Context: an optimization exercise on an open-source flow, tuned for small area, a short achievable clock period and few clock cycles. The choices shown serve that exercise and are no tape-out recipe.
Power and IR drop assume default switching activity.

==> run Z <==
// bf16_dual_lane_dot_product
module bf16_dual_lane_dot_product (
   input  logic        clock,
   input  logic        reset,
   input  logic        req_valid,
   output logic        req_ready,
   input  logic [15:0] req_a_first,
   input  logic [15:0] req_b_first,
   input  logic [15:0] req_a_second,
   input  logic [15:0] req_b_second,
   input  logic        req_pair_valid,
   input  logic        req_last,
   output logic        rsp_valid,
   input  logic        rsp_ready,
   output logic [15:0] rsp_sum
);
==> module bfdp_add, before the edit <==
module bfdp_add (
   input  logic [15:0] x,
   input  logic [15:0] y,
   input  logic [8:0]  d,
   input  logic        xz,
   output logic [15:0] r,
   output logic        base_y,
   output logic        inc,
   output logic        dec,
   output logic        near,
   output logic [2:0]  lz
);
   logic       sx, sy, sub;
   logic [7:0] ex, ey, mx, my;
   assign sx  = x[15];
   assign sy  = y[15];
   assign ex  = x[14:7];
   assign ey  = y[14:7];
   assign mx  = {1'b1, x[6:0]};
   assign my  = {1'b1, y[6:0]};
   assign sub = sx ^ sy;
   logic       y_gt, d_p1, d_m1, d_eq, d_ge8, nd_ge8, is_near;
   logic [8:0] nd;
   assign y_gt   = d[8];
   assign nd     = ~d;                        
   assign d_eq   = (d == 9'd0);
   assign d_p1   = (d == 9'd1);
   assign d_m1   = (d == 9'h1FF);
   assign d_ge8  = (d[7:3] != 5'd0);          
   assign nd_ge8 = (nd[7:3] != 5'd0);         
   assign is_near = sub && (d_eq || d_p1 || d_m1);
   logic [7:0] my_sh, mx_sh, big, sml, yop, e_far;
   logic [8:0] f0, f1, e_p1, e_m1;
   assign my_sh = d_ge8  ? 8'd0 : (my >> d[2:0]);
   assign mx_sh = nd_ge8 ? 8'd0 : ({1'b0, mx[7:1]} >> nd[2:0]);
   assign big   = y_gt ? my : mx;
   assign sml   = y_gt ? mx_sh : my_sh;
   assign e_far = y_gt ? ey : ex;
   assign yop   = sml ^ {8{sub}};
   assign {f1, f0} = bfdp_pkg::cadd8(big, yop);    
   assign e_p1  = bfdp_pkg::add8(e_far, 8'h00, 1'b1);
   assign e_m1  = bfdp_pkg::add8(e_far, 8'hFF, 1'b0);
   logic [15:0] r_add, r_fsub;
   logic        s_fsub;
   assign r_add = !f0[8] ? {sx, e_far, f0[6:0]} :
                  (e_far == 8'd254) ? {sx, 15'h7F80} : {sx, e_p1[7:0], f1[7:1]};
   assign s_fsub = y_gt ? sy : sx;
   assign r_fsub = f1[7] ? {s_fsub, e_far, f1[6:0]} :
                   (e_far == 8'd1) ? {s_fsub, 15'd0} : {s_fsub, e_m1[7:0], f1[5:0], 1'b0};
   logic [7:0] na, nb, nmag, nnorm, e_near;
   logic [8:0] n0, n1;
   logic       n_ge, s_near;
   assign na = d_m1 ? my : mx;
   assign nb = d_p1 ? {1'b0, my[7:1]} : (d_m1 ? {1'b0, mx[7:1]} : my);
   assign {n1, n0} = bfdp_pkg::cadd8(na, ~nb);    
   assign n_ge   = n1[8];
   assign nmag   = n_ge ? n1[7:0] : ~n0[7:0];
   assign s_near = d_m1 ? sy : ((d_p1 || n_ge) ? sx : sy);
   assign e_near = d_m1 ? ey : ex;
   logic [7:0] lead;
   always_comb begin
      logic seen;
      seen = 1'b0;
      for (int k = 0; k < 8; k++) begin
         lead[k] = nmag[7-k] && !seen;
         seen = seen | nmag[7-k];
      end
   end
   always_comb begin
      lz = 3'd0;
      nnorm = 8'd0;
      for (int k = 0; k < 8; k++) begin
         if (lead[k]) lz = lz | 3'(k);
         if (lead[k]) nnorm = nnorm | (nmag << k);
      end
   end
   logic [2:0] e_lo;
   logic       bor, e_nl_pos;
   logic [4:0] eh, eh_m1;
   logic [7:0] e_nl;
   always_comb begin
      e_lo = 3'd0;
      bor  = 1'b0;
      for (int k = 0; k < 8; k++) begin
         if (lead[k]) e_lo = e_lo | (e_near[2:0] - 3'(k));
         if (lead[k] && (e_near[2:0] < 3'(k))) bor = 1'b1;
      end
   end
   assign eh    = e_near[7:3];
   assign eh_m1 = eh - 5'd1;
   assign e_nl  = {bor ? eh_m1 : eh, e_lo};
   assign e_nl_pos = (eh != 5'd0) || (!bor && e_lo != 3'd0);
   logic [15:0] r_near;
   assign r_near = (nmag == 8'd0) ? 16'd0 :
                   !e_nl_pos ? {s_near, 15'd0} : {s_near, e_nl, nnorm[6:0]};
   logic nan_x, nan_y, inf_x, inf_y, z_x, z_y;
   assign inf_x = (ex == 8'hFF) && !xz;
   assign inf_y = (ey == 8'hFF);
   assign nan_x = inf_x && (x[6:0] != 7'd0);
   assign nan_y = inf_y && (y[6:0] != 7'd0);
   assign z_x   = (ex == 8'd0) || xz;
   assign z_y   = (ey == 8'd0);
   logic special;
   assign special = nan_x || nan_y || inf_x || inf_y || z_x || z_y;
   logic sel_nan, sel_x, sel_y, sel_z, sel_add, sel_fsub, sel_near;
   assign sel_nan  = nan_x || nan_y || (inf_x && inf_y && sub);
   assign sel_x    = !sel_nan && (inf_x || (z_y && !z_x));
   assign sel_y    = !sel_nan && !inf_x && (inf_y || (z_x && !z_y));
   assign sel_z    = !inf_x && !inf_y && z_x && z_y;
   assign sel_add  = !special && !sub;
   assign sel_fsub = !special && sub && !is_near;
   assign sel_near = !special && is_near;
   assign r = ({16{sel_nan}}  & 16'h7F81) |
              ({16{sel_x}}    & x) |
              ({16{sel_y}}    & y) |
              ({16{sel_z}}    & {sx & sy & !xz, 15'd0}) |
              ({16{sel_add}}  & r_add) |
              ({16{sel_fsub}} & r_fsub) |
              ({16{sel_near}} & r_near);
   assign base_y = special ? sel_y : (is_near ? d_m1 : y_gt);
   assign inc    = !special && !sub && f0[8];
   assign dec    = !special && sub && !is_near && !f1[7];
   assign near   = !special && is_near;
endmodule
Settings: LEC_CHECK=0, ABC_AREA=1, CAP_MARGIN=20, CORE_MARGIN=2, CORE_UTILIZATION=40, SETUP_SLACK_MARGIN=5, SLEW_MARGIN=20; clock period 10.5 ns.
run.sh (not shown) runs the stock make flow with config.mk's settings and CLKGATE_MAP_FILE= SYNTH_SCRIPT=/design/flow/synth_recipe.tcl, a recipe that flattens the netlist after the stock synthesis.
==> inputs of run D, as changes to run Z <==
--- a/flow/design.v
+++ b/flow/design.v
@@ -275,39 +275,28 @@
    assign nmag   = n_ge ? n1[7:0] : ~n0[7:0];
    assign s_near = d_m1 ? sy : ((d_p1 || n_ge) ? sx : sy);
    assign e_near = d_m1 ? ey : ex;
-   logic [7:0] lead;
    always_comb begin
-      logic seen;
-      seen = 1'b0;
-      for (int k = 0; k < 8; k++) begin
-         lead[k] = nmag[7-k] && !seen;
-         seen = seen | nmag[7-k];
-      end
+      casez (nmag)
+         8'b1???????: lz = 3'd0;
+         8'b01??????: lz = 3'd1;
+         8'b001?????: lz = 3'd2;
+         8'b0001????: lz = 3'd3;
+         8'b00001???: lz = 3'd4;
+         8'b000001??: lz = 3'd5;
+         8'b0000001?: lz = 3'd6;
+         default:     lz = 3'd7;
+      endcase
    end
-   always_comb begin
-      lz = 3'd0;
-      nnorm = 8'd0;
-      for (int k = 0; k < 8; k++) begin
-         if (lead[k]) lz = lz | 3'(k);
-         if (lead[k]) nnorm = nnorm | (nmag << k);
-      end
-   end
-   logic [2:0] e_lo;
-   logic       bor, e_nl_pos;
+   assign nnorm = nmag << lz;
+   logic [3:0] el;
    logic [4:0] eh, eh_m1;
    logic [7:0] e_nl;
-   always_comb begin
-      e_lo = 3'd0;
-      bor  = 1'b0;
-      for (int k = 0; k < 8; k++) begin
-         if (lead[k]) e_lo = e_lo | (e_near[2:0] - 3'(k));
-         if (lead[k] && (e_near[2:0] < 3'(k))) bor = 1'b1;
-      end
-   end
+   logic       e_nl_pos;
+   assign el    = {1'b0, e_near[2:0]} - {1'b0, lz};
    assign eh    = e_near[7:3];
    assign eh_m1 = eh - 5'd1;
-   assign e_nl  = {bor ? eh_m1 : eh, e_lo};
-   assign e_nl_pos = (eh != 5'd0) || (!bor && e_lo != 3'd0);
+   assign e_nl  = {el[3] ? eh_m1 : eh, el[2:0]};
+   assign e_nl_pos = (eh != 5'd0) || (!el[3] && el[2:0] != 3'd0);
    logic [15:0] r_near;
    assign r_near = (nmag == 8'd0) ? 16'd0 :
                    !e_nl_pos ? {s_near, 15'd0} : {s_near, e_nl, nnorm[6:0]};
@@ -318,24 +307,23 @@
    assign nan_y = inf_y && (y[6:0] != 7'd0);
    assign z_x   = (ex == 8'd0) || xz;
    assign z_y   = (ey == 8'd0);
-   logic special;
+   logic pass_x, pass_y, special;
    assign special = nan_x || nan_y || inf_x || inf_y || z_x || z_y;
-   logic sel_nan, sel_x, sel_y, sel_z, sel_add, sel_fsub, sel_near;
-   assign sel_nan  = nan_x || nan_y || (inf_x && inf_y && sub);
-   assign sel_x    = !sel_nan && (inf_x || (z_y && !z_x));
-   assign sel_y    = !sel_nan && !inf_x && (inf_y || (z_x && !z_y));
-   assign sel_z    = !inf_x && !inf_y && z_x && z_y;
-   assign sel_add  = !special && !sub;
-   assign sel_fsub = !special && sub && !is_near;
-   assign sel_near = !special && is_near;
-   assign r = ({16{sel_nan}}  & 16'h7F81) |
-              ({16{sel_x}}    & x) |
-              ({16{sel_y}}    & y) |
-              ({16{sel_z}}    & {sx & sy & !xz, 15'd0}) |
-              ({16{sel_add}}  & r_add) |
-              ({16{sel_fsub}} & r_fsub) |
-              ({16{sel_near}} & r_near);
-   assign base_y = special ? sel_y : (is_near ? d_m1 : y_gt);
+   assign pass_y  = !nan_x && !nan_y && !inf_x && (inf_y || (z_x && !z_y));
+   assign pass_x  = !nan_x && !nan_y && !pass_y && !(inf_x && inf_y && sub) &&
+                    (inf_x || (z_y && !z_x));
+   always_comb begin
+      if (nan_x || nan_y || (inf_x && inf_y && sub)) r = 16'h7F81;
+      else if (inf_x) r = x;
+      else if (inf_y) r = y;
+      else if (z_x && z_y) r = {sx & sy & !xz, 15'd0};
+      else if (z_x) r = y;
+      else if (z_y) r = x;
+      else if (!sub) r = r_add;
+      else if (!is_near) r = r_fsub;
+      else r = r_near;
+   end
+   assign base_y = special ? pass_y : (is_near ? d_m1 : y_gt);
    assign inc    = !special && !sub && f0[8];
    assign dec    = !special && sub && !is_near && !f1[7];
    assign near   = !special && is_near;
==> inputs of run Y, as changes to run Z <==
--- a/flow/config.mk
+++ b/flow/config.mk
@@ -8,6 +8,7 @@
 export ABC_AREA = 1
 export CAP_MARGIN = 20
 export CORE_MARGIN = 2
-export CORE_UTILIZATION = 40
+export CORE_UTILIZATION = 60
 export SETUP_SLACK_MARGIN = 5
 export SLEW_MARGIN = 20
+export TNS_END_PERCENT = 20
==> comparison <==
Of run Y and run D, run D has the higher critical path depth (gap 22).
Against run Y, the die area of run D is larger by 49%.
Power: run Y < run Z < run D.
Sequential cell count is the same in run Y and run Z.
Final area, lowest first: run Y, run Z, run D.
Fmax: run Z is larger than run Y (2.3%).
Final cell count: run D > run Z > run Y.
In run Y the clock power is smaller than in run D, by about 13%.
Between run D and run Z, the lower sequential share of layout area is in run D (gap 0.97 points).
Utilization, lowest first: run Z, run D, run Y.
Function was not checked in any run of this note: the RTL went through the layout flow alone.

==> static timing again, ports no longer ideal <==
Ports are ideal in the flow. The routed layouts listed here were re-timed in OpenROAD.
Step 1: set_driving_cell puts a clkbuf_16 on clock and a buf_2 on each other input, an assumption about the parent block.
Step 2 adds t to the input delays and takes it off the output delays; t is the mean of the earliest and latest rising clock arrival at the registers after step 1. Input paths then give back, and output paths get back, about the clock's delay inside the block.
Three values: ideal, step 1, step 2; two values: the first two.
| run | t (ns) | setup WS [ns] | worst setup path at the end | worst register clock-pin slew, ns | worst data-port slew with drivers (ns) |
|---|---|---|---|---|---|
| run Z | 0.554 | 5.303 / 5.303 / 5.079 | input to register | 0.09 / 0.09 | 0.04 |
| run D | 0.561 | 5.039 / 5.039 / 4.935 | input to register | 0.09 / 0.09 | 0.04 |
| run Y | 0.514 | 5.184 / 5.197 / 4.703 | input to register | 0.08 / 0.08 | 0.04 |
After both steps every run listed still meets setup and hold. For run Y, which loses most, drivers alone change the setup slack by +0.013 ns; drivers and shift together by -0.481 ns.
